Background: an optimization exercise with open tools, aiming at small area, a short achievable clock period and few clock cycles per item. Do not read the settings as production practice.
At most, simulation tests tie the RTL to the original design; equivalence was not proved.
No activity file was given, so power comes from the tool's default toggle rates.

==> build 78: inputs <==
==> flow/design.v <==
package dbsm_pkg;
   localparam int WINDOW_SIZE_DEF   = 8;
   localparam int DROP_RATIO_DEF    = 179;
   localparam int WINDOW_SIZE_MAX   = 32;
   localparam int LUMA_W            = 16;
   localparam int FILL_MAX_W        = $clog2(WINDOW_SIZE_MAX + 1);
   localparam int COUNT_W           = 8;
   localparam int CSR_INDEX_W       = 3;
   localparam logic [1:0] MODE_CLOSED  = 2'd0;
   localparam logic [1:0] MODE_OPENING = 2'd1;
   localparam logic [1:0] MODE_OPEN    = 2'd2;
   localparam logic [1:0] MODE_CLOSING = 2'd3;
   localparam logic [2:0] EV_NONE    = 3'd0;
   localparam logic [2:0] EV_OPENED  = 3'd1;
   localparam logic [2:0] EV_GUARD   = 3'd2;
   localparam logic [2:0] EV_RESUMED = 3'd3;
   localparam logic [2:0] EV_CLOSED  = 3'd4;
   localparam logic [CSR_INDEX_W-1:0] CSR_OPENING_CANDIDATE = 3'd0;
   localparam logic [CSR_INDEX_W-1:0] CSR_OPEN_LIGHT        = 3'd1;
   localparam logic [CSR_INDEX_W-1:0] CSR_OPEN_CONFIRM      = 3'd2;
   localparam logic [CSR_INDEX_W-1:0] CSR_CLOSE_CONFIRM     = 3'd3;
   localparam logic [CSR_INDEX_W-1:0] CSR_CLOSING_GUARD     = 3'd4;
   localparam logic [CSR_INDEX_W-1:0] CSR_CLOSING_DARK      = 3'd5;
   localparam logic [CSR_INDEX_W-1:0] CSR_REFERENCE_LUMA    = 3'd6;
   localparam logic [CSR_INDEX_W-1:0] CSR_REFERENCE_DARK    = 3'd7;
   typedef struct packed {
      logic                  push;
      logic                  restart;
      logic                  sort_en;
      logic                  sort_odd;
      logic                  capture;
      logic [LUMA_W-1:0]     value;
      logic [FILL_MAX_W-1:0] fill;
   } win_cmd_type;
   function automatic logic [COUNT_W-1:0] sat_inc8(input logic [COUNT_W-1:0] v);
      sat_inc8 = (v == {COUNT_W{1'b1}}) ? v : v + 1'b1;
   endfunction
endpackage
import dbsm_pkg::*;
module door_brightness_state_machine
(
   input  logic                   clock,
   input  logic                   reset,
   input  logic                   req_tvalid,
   output logic                   req_tready,
   input  logic [31:0]            req_tdata,   
   output logic                   rsp_tvalid,
   input  logic                   rsp_tready,
   output logic [23:0]            rsp_tdata,   
   input  logic                   csr_valid,
   output logic                   csr_ready,
   input  logic [CSR_INDEX_W-1:0] csr_index,
   input  logic [15:0]            csr_data
);
   localparam int W = 8;
   logic [15:0] ocl_ff, oll_ff, cgl_ff, cdf_ff, rul_ff, rdl_ff;
   logic [7:0]  ocf_ff, ccf_ff;
   logic        v1_ff;
   logic [15:0] l1_ff;
   logic        f_ocl_ff, f_oll_ff, f_cg_ff, f_pu_ff;
   logic [1:0]  mode_ff;
   logic [7:0]  cnt_ff;
   logic [15:0] ref_ff;
   logic [15:0] q_ff;
   logic        qnz_ff, qstale_ff;
   logic [2:0]  wptr_ff;
   logic        full_ff;
   logic [15:0] s_ff [W];
   logic [2:0]  t_ff [W];
   logic        rsp_valid_ff;
   logic        run_ff;
   logic [2:0]  ev_ff;
   logic [15:0] luma, dark;
   logic        accept, proceed, step, stall;
   assign luma       = req_tdata[15:0];
   assign dark       = req_tdata[31:16];
   assign csr_ready  = 1'b1;
   assign proceed    = !rsp_valid_ff || rsp_tready;
   assign req_tready = !v1_ff || (proceed && !stall);
   assign accept     = req_tvalid && req_tready;
   assign step       = v1_ff && proceed && !stall;
   always_ff @(posedge clock) begin
      if (reset) begin
         ocl_ff <= 16'd10240;
         oll_ff <= 16'd15360;
         ocf_ff <= 8'd3;
         ccf_ff <= 8'd3;
         cgl_ff <= 16'd7680;
         cdf_ff <= 16'd45875;
         rul_ff <= 16'd15360;
         rdl_ff <= 16'd19661;
      end else if (csr_valid) begin
         case (csr_index)
            3'd0: ocl_ff <= csr_data;
            3'd1: oll_ff <= csr_data;
            3'd2: ocf_ff <= csr_data[7:0];
            3'd3: ccf_ff <= csr_data[7:0];
            3'd4: cgl_ff <= csr_data;
            3'd5: cdf_ff <= csr_data;
            3'd6: rul_ff <= csr_data;
            default: rdl_ff <= csr_data;
         endcase
      end
   end
   always_ff @(posedge clock) begin
      if (reset) begin
         v1_ff <= 1'b0;
      end else if (req_tready) begin
         v1_ff <= req_tvalid;
      end
   end
   always_ff @(posedge clock) begin
      if (req_tready) begin
         l1_ff    <= luma;
         f_ocl_ff <= (luma >= ocl_ff);
         f_oll_ff <= (luma >= oll_ff);
         f_cg_ff  <= (luma <= cgl_ff) && (dark >= cdf_ff);
         f_pu_ff  <= (luma >= rul_ff) && (dark <= rdl_ff);
      end
   end
   logic [23:0] prod;
   logic        closing;
   logic [7:0]  inc, cnt_lim;
   logic        cnt_hit;
   logic [1:0]  mode_d;
   logic        run_d, push_d, restart_d;
   logic [2:0]  ev_d;
   assign prod    = {8'd0, ref_ff} * 24'd179;
   assign stall   = qstale_ff && f_cg_ff && mode_ff[1];
   assign closing = qnz_ff && f_cg_ff && (l1_ff <= q_ff);
   always_ff @(posedge clock) begin
      q_ff   <= prod[23:8];
      qnz_ff <= |ref_ff;
   end
   assign inc     = (cnt_ff == 8'hFF) ? cnt_ff : cnt_ff + 8'd1;
   assign cnt_lim = mode_ff[1] ? ccf_ff : ocf_ff;
   assign cnt_hit = (inc >= cnt_lim);
   always_comb begin
      mode_d    = mode_ff;
      run_d     = 1'b0;
      push_d    = 1'b0;
      restart_d = 1'b0;
      ev_d      = 3'd0;
      case (mode_ff)
         2'd0: begin
            if (f_ocl_ff) mode_d = 2'd1;
         end
         2'd1: begin
            if (f_oll_ff) begin
               if (cnt_hit) begin
                  mode_d    = 2'd2;
                  restart_d = 1'b1;
                  ev_d      = 3'd1;
               end
            end else begin
               mode_d = 2'd0;
            end
         end
         2'd2: begin
            if (closing) begin
               mode_d = 2'd3;
               ev_d   = 3'd2;
            end else begin
               run_d  = 1'b1;
               push_d = f_pu_ff;
            end
         end
         default: begin
            if (closing) begin
               if (cnt_hit) begin
                  mode_d = 2'd0;
                  ev_d   = 3'd4;
               end
            end else begin
               mode_d = 2'd2;
               ev_d   = 3'd3;
            end
         end
      endcase
   end
   logic [W-1:0]   hit, m, lt, blt;
   logic [15:0]    b [W];
   logic [2:0]     bt [W];
   logic [15:0]    s_new [W];
   logic [2:0]     t_new [W];
   always_comb begin
      for (int j = 0; j < W; j++) begin
         hit[j] = (t_ff[j] == wptr_ff);
         lt[j]  = (s_ff[j] < l1_ff);
      end
      m[0] = hit[0];
      for (int j = 1; j < W; j++) m[j] = m[j-1] | hit[j];
      for (int j = 0; j < W; j++) begin
         if (j < W - 1) begin
            b[j]   = m[j] ? s_ff[j+1] : s_ff[j];
            bt[j]  = m[j] ? t_ff[j+1] : t_ff[j];
            blt[j] = m[j] ? lt[j+1]   : lt[j];
         end else begin
            b[j]   = s_ff[j];
            bt[j]  = t_ff[j];
            blt[j] = 1'b0;
         end
      end
      for (int j = 0; j < W; j++) begin
         if (blt[j]) begin
            s_new[j] = b[j];
            t_new[j] = bt[j];
         end else if (j == 0 || blt[(j == 0) ? 0 : j - 1]) begin
            s_new[j] = l1_ff;
            t_new[j] = wptr_ff;
         end else begin
            s_new[j] = b[(j == 0) ? 0 : j - 1];
            t_new[j] = bt[(j == 0) ? 0 : j - 1];
         end
      end
   end
   logic [15:0] med_lo, med_hi, ref_push;
   logic [16:0] med_sum;
   always_comb begin
      med_lo = s_new[3];
      med_hi = s_new[4];
      if (!full_ff) begin
         case (wptr_ff)
            3'd0: begin med_lo = s_new[0]; med_hi = s_new[0]; end  
            3'd1: begin med_lo = s_new[0]; med_hi = s_new[1]; end  
            3'd2: begin med_lo = s_new[1]; med_hi = s_new[1]; end  
            3'd3: begin med_lo = s_new[1]; med_hi = s_new[2]; end  
            3'd4: begin med_lo = s_new[2]; med_hi = s_new[2]; end  
            3'd5: begin med_lo = s_new[2]; med_hi = s_new[3]; end  
            3'd6: begin med_lo = s_new[3]; med_hi = s_new[3]; end  
            default: begin med_lo = s_new[3]; med_hi = s_new[4]; end  
         endcase
      end
   end
   assign med_sum  = {1'b0, med_lo} + {1'b0, med_hi};
   assign ref_push = med_sum[16:1];
   always_ff @(posedge clock) begin
      if (reset) begin
         mode_ff      <= 2'd0;
         ref_ff       <= '0;
         rsp_valid_ff <= 1'b0;
         qstale_ff    <= 1'b0;
      end else begin
         if (step) begin
            rsp_valid_ff <= 1'b1;
         end else if (rsp_tready) begin
            rsp_valid_ff <= 1'b0;
         end
         qstale_ff <= step && (restart_d || push_d);
         if (step) begin
            mode_ff <= mode_d;
            if (restart_d) begin
               ref_ff <= l1_ff;
            end else if (push_d) begin
               ref_ff <= ref_push;
            end
         end
      end
   end
   always_ff @(posedge clock) begin
      if (step) begin
         cnt_ff <= mode_ff[0] ? inc : 8'd1;
         run_ff <= run_d;
         ev_ff  <= ev_d;
         if (restart_d) begin
            wptr_ff <= 3'd1;
            full_ff <= 1'b0;
            for (int j = 0; j < W; j++) begin
               s_ff[j] <= (j == 0) ? l1_ff : 16'hFFFF;
               t_ff[j] <= 3'(j);
            end
         end else if (push_d) begin
            wptr_ff <= wptr_ff + 3'd1;
            if (wptr_ff == 3'd7) full_ff <= 1'b1;
            for (int j = 0; j < W; j++) begin
               s_ff[j] <= s_new[j];
               t_ff[j] <= t_new[j];
            end
         end
      end
   end
   assign rsp_tvalid = rsp_valid_ff;
   assign rsp_tdata  = {2'b00, ref_ff, ev_ff, run_ff, mode_ff};
endmodule
==> flow/run.sh <==
#!/bin/bash
# synth_recipe.tcl (not shown) runs the flow's synth.tcl, then flattens the netlist and writes it again
# the make line also repeats each setting of config.mk as NAME=value (left out here)
make -C /OpenROAD-flow-scripts/flow DESIGN_CONFIG=/design/flow/config.mk WORK_HOME=/design/flow/orfs CLKGATE_MAP_FILE= SYNTH_SCRIPT=/design/flow/synth_recipe.tcl finish
==> flow/config.mk <==
export PLATFORM = sky130hd
export DESIGN_NAME = door_brightness_state_machine
export DESIGN_NICKNAME = door_brightness_state_machine
export VERILOG_FILES = /design/flow/design.v
export SDC_FILE = /design/flow/constraint.sdc
export NUM_CORES = 4
export LEC_CHECK = 0
export CAP_MARGIN = 20
export CORE_MARGIN = 2
export CORE_UTILIZATION = 40
export SETUP_SLACK_MARGIN = 4.5
export SLEW_MARGIN = 20
==> flow/constraint.sdc <==
create_clock -name core_clock -period 8.0 [get_ports {clock}]
set_input_delay 1.6000 -clock core_clock [delete_from_list [all_inputs] [get_ports {clock}]]
set_output_delay 1.6000 -clock core_clock [all_outputs]
set_load 0.01 [all_outputs]
==> build 77 (differences from build 78) <==
--- a/flow/design.v
+++ b/flow/design.v
@@ -63,4 +63,2 @@
    logic [15:0] ref_ff;
-   logic [15:0] q_ff;
-   logic        qnz_ff, qstale_ff;
    logic [2:0]  wptr_ff;
@@ -73,3 +71,3 @@
    logic [15:0] luma, dark;
-   logic        accept, proceed, step, stall;
+   logic        accept, proceed, step;
    assign luma       = req_tdata[15:0];
@@ -78,5 +76,5 @@
    assign proceed    = !rsp_valid_ff || rsp_tready;
-   assign req_tready = !v1_ff || (proceed && !stall);
+   assign req_tready = !v1_ff || proceed;
    assign accept     = req_tvalid && req_tready;
-   assign step       = v1_ff && proceed && !stall;
+   assign step       = v1_ff && proceed;
    always_ff @(posedge clock) begin
@@ -121,3 +119,3 @@
    logic [23:0] prod;
-   logic        closing;
+   logic        closing, ref_nz;
    logic [7:0]  inc, cnt_lim;
@@ -128,8 +126,4 @@
    assign prod    = {8'd0, ref_ff} * 24'd179;
-   assign stall   = qstale_ff && f_cg_ff && mode_ff[1];
-   assign closing = qnz_ff && f_cg_ff && (l1_ff <= q_ff);
-   always_ff @(posedge clock) begin
-      q_ff   <= prod[23:8];
-      qnz_ff <= |ref_ff;
-   end
+   assign ref_nz  = |ref_ff;
+   assign closing = ref_nz && f_cg_ff && ({l1_ff, 8'd0} <= prod);
    assign inc     = (cnt_ff == 8'hFF) ? cnt_ff : cnt_ff + 8'd1;
@@ -241,3 +235,2 @@
          rsp_valid_ff <= 1'b0;
-         qstale_ff    <= 1'b0;
       end else begin
@@ -248,3 +241,2 @@
          end
-         qstale_ff <= step && (restart_d || push_d);
          if (step) begin
- SETUP_SLACK_MARGIN: 4.5 -> not set
==> summary.txt <==
Yosys
The synthesized netlist devotes between 10% and 20% of its cell area to adder and majority cells.

Clock tree
The total clock sinks is 320.

Placement
OpenSTA, run right after detailed placement, puts the worst setup slack at 615 ps. The placed instances occupy a cell area of 27600 um^2.

Finish
Summing all flip-flop and latch instances after layout gives 8290 um^2. In the final layout, the share of cells above drive strength 1 is 6.69%. The sequential share of cell area is between 20% and 30%. The layout has 210 inverters outside the clock class.

Detailed routing
After the first detailed-routing iteration, the DRC count stood at roughly 1900.

Power
The register share of total power is roughly two fifths.

Floorplan
The die width is around 260 um.

Worst setup path
In this run the worst path has a maximum fanout of approximately 90.

Outcome
The flow ran to the end and the layout has no timing, DRC or antenna violations.

Global routing
The overall routing resource usage is 22.8%. Entering global routing, the biggest net connects between 90 and 100 pins.
# the run above: build 77

==> summary.txt <==
Placement
The pre-CTS worst setup slack is 1420 ps. The cell area after placement is 28200 um^2.

Outcome
The flow ran to the end and the layout has no timing, DRC or antenna violations.

Global routing
Global routing consumed, over all layers together, about a quarter of the routing resources. Entering global routing, the biggest net connects between 90 and 100 pins.

Finish
The non-clock inverter total of the final layout is ~250.

Yosys
After Yosys synthesis, full adders, half adders and majority gates account for about a fifth of the synthesized area.
# the run above: build 78

Testbench counts of build 77, summed over its fixed seeds: cycles 4,824, items 4,800.
For build 78, only the layout was checked, not whether the RTL still works.

port drivers added, routing unchanged:
How much do the figures lean on ideal ports? The routed layouts below were timed once more, with nothing changed but the port constraints. Step 1: set_driving_cell puts a clkbuf_16 on clock and a buf_2 on each other input, an assumption about the parent block. Step 2, shift: input delay + t, output delay - t, t = (earliest + latest rising clock arrival at the registers) / 2. This alone moves slack from input paths to output paths. Slacks: ideal / step 1 / step 2; pairs: ideal / step 1.
| run | t (ns) | slack for setup (ns) | worst setup path after step 2 |
|---|---|---|---|
| build 78 | 0.643 | 2.449 / 2.449 / 2.449 | register to register |
| build 77 | 0.634 | 0.493 / 0.493 / 0.493 | register to register |
After both steps every run listed still meets setup and hold.
